Source: an optimization exercise on an open RTL-to-GDS flow (aim: small area and a short achievable clock period). Production flows keep margins and buffers that such runs may drop.
Only simulation tests tie the RTL to the original design; equivalence was not proved.
Power figures rest on the tool's default switching activity, not on a simulated workload.

== ember ==
Design pipe_mul, start of the top module:
module pipe_mul #(
    parameter int XLEN   = 32,
    parameter int STAGES = 4,
    parameter int TAG_W  = 4
) (
    input  logic                clk_i,
    input  logic                rst_i,
    input  logic                req_i,
    input  logic                flush_i,
    input  logic [1:0]          op_i,
    input  logic [XLEN-1:0]     a_i,
    input  logic [XLEN-1:0]     b_i,
    input  logic [TAG_W-1:0]    tag_i,
    output logic                ready_o,
    output logic [XLEN-1:0]     result_o,
    output logic [2*XLEN-1:0]   product_o,
    output logic [TAG_W-1:0]    tag_o,
    output logic                busy_o
);
Size: ~3300 cells after synthesis, roughly 180 I/O pins, roughly 0.033 mm² of cells after synthesis.
Settings: LEC_CHECK=0, ABC_AREA=1, CAP_MARGIN=20, CORE_MARGIN=2, CORE_UTILIZATION=40, CTS_BUF_LIST=sky130_fd_sc_hd__clkbuf_4 sky130_fd_sc_hd__clkbuf_8, CTS_CLUSTER_DIAMETER=40, CTS_CLUSTER_SIZE=16, SETUP_SLACK_MARGIN=5, SLEW_MARGIN=20, SYNTH_HIERARCHICAL=1, TNS_END_PERCENT=10; clock period 8.5 ns.
standard.sh (not shown) runs the stock make flow with config.mk's settings and CLKGATE_MAP_FILE= SYNTH_SCRIPT=/design/flow/synth_recipe.tcl, a recipe that flattens the netlist after the stock synthesis.
==> flow/flow/run.sh <==
#!/bin/bash
# Standard layout with plain buf_2 port buffers and a clock tree without
# dummy loads; timing repair aims past the design's period (the SDC and its
# period are unchanged).
export BUFFER_PORTS_ARGS="-buffer_cell sky130_fd_sc_hd__buf_2"
export CTS_ARGS="-sink_clustering_enable -repair_clock_nets -sink_clustering_size 16 -sink_clustering_max_diameter 40 -buf_list {sky130_fd_sc_hd__clkbuf_4 sky130_fd_sc_hd__clkbuf_8} -dont_use_dummy_load"
bash standard.sh SETUP_SLACK_MARGIN=5.2 finish > standard.log 2>&1
The inputs of amber differ from those of ember as listed below.
Settings: TNS_END_PERCENT removed (was 10).
--- outcome ---
Diff amber..ember | total placed instance area | negligible. Diff amber..ember | worst hold slack | negligible. ember was smaller in final cell area than amber. Taking ember as the reference, in amber power stayed essentially flat; routed wire length climbed 0.79%; worst clock skew held; critical path depth now sits lower; quantity of gates resized following cts rose by 30. Going from ember to amber, number of buffers and inverters on the critical path grows by 2.
Input-level comparison between delta and amber:
==> flow/flow/run.sh <==
#!/bin/bash
export BUFFER_PORTS_ARGS="-buffer_cell sky130_fd_sc_hd__buf_2"
bash standard.sh SETUP_SLACK_MARGIN=5.3 finish > standard.log 2>&1
--- outcome ---
- amber finished end to end and its layout was clean on timing, DRC and antenna.
- Both conditions hold for delta: the flow ran to the end and the final layout passed the timing, design-rule and antenna checks.
- There was hardly any difference in final cycle utilization of the critical path between delta and amber.
- In the metrics for amber and delta, the one carrying the higher final total power is delta.
- On post-layout minimum cycle time, amber tracks delta almost exactly.
- Relative to amber, sequential share of cell area has gone down in delta.
- amber → delta: via count climbed about 0.9%; first-iteration DRC count climbed 6.4%; maximum frequency barely changed; final number of setup-violating endpoints barely changed; detailed-route wire length on metal 1 climbed about 2.5%.
- When delta is set beside amber, its combinational power share turns out to be 2.0 points smaller.
The inputs of raven differ from those of delta as listed below.
==> flow/flow/run.sh <==
#!/bin/bash
# Standard layout with plain buf_2 port buffers and a clock tree without
# dummy loads; timing repair aims past the design's period (the SDC and its
# period are unchanged).
export BUFFER_PORTS_ARGS="-buffer_cell sky130_fd_sc_hd__buf_2"
export CTS_ARGS="-sink_clustering_enable -repair_clock_nets -sink_clustering_size 20 -sink_clustering_max_diameter 40 -buf_list {sky130_fd_sc_hd__clkbuf_4 sky130_fd_sc_hd__clkbuf_8} -dont_use_dummy_load"
bash standard.sh SETUP_SLACK_MARGIN=5.25 finish > standard.log 2>&1
Results
No stage failed in raven, and the final checks on the layout all came back clean.
Number of cells on the worst hold path came out exactly the same in delta and raven.
Changes observed in raven relative to delta: largest fanout of any net on the critical path went down 4; aggregate routed wire length moved down.

static timing again, ports no longer ideal:
How much do the figures lean on ideal ports? The routed layouts below were timed once more, with nothing changed but the port constraints. Step 1, drivers: a clkbuf_16 drives clk_i and a buf_2 each remaining input, both assumed. Step 2, shift: input delay + t, output delay - t, t = (earliest + latest rising clock arrival at the registers) / 2. This alone moves slack from input paths to output paths. a / b / c = no drivers / after step 1 / after step 2; a / b = the first two.
run	t, ns	setup slack, ns	worst setup path at the end	pins driven straight from the clock port
ember	0.692	5.112 / 5.112 / 5.054	input to register	1
amber	0.699	5.185 / 5.117 / 5.056	input to register	1
delta	0.740	5.185 / 5.127 / 5.037	input to register	1
raven	0.688	5.235 / 5.176 / 5.053	input to register	1
After both steps every run listed still meets setup and hold. The setup slack of raven, which loses most, moves by -0.059 ns with the drivers and by -0.182 ns with both steps.
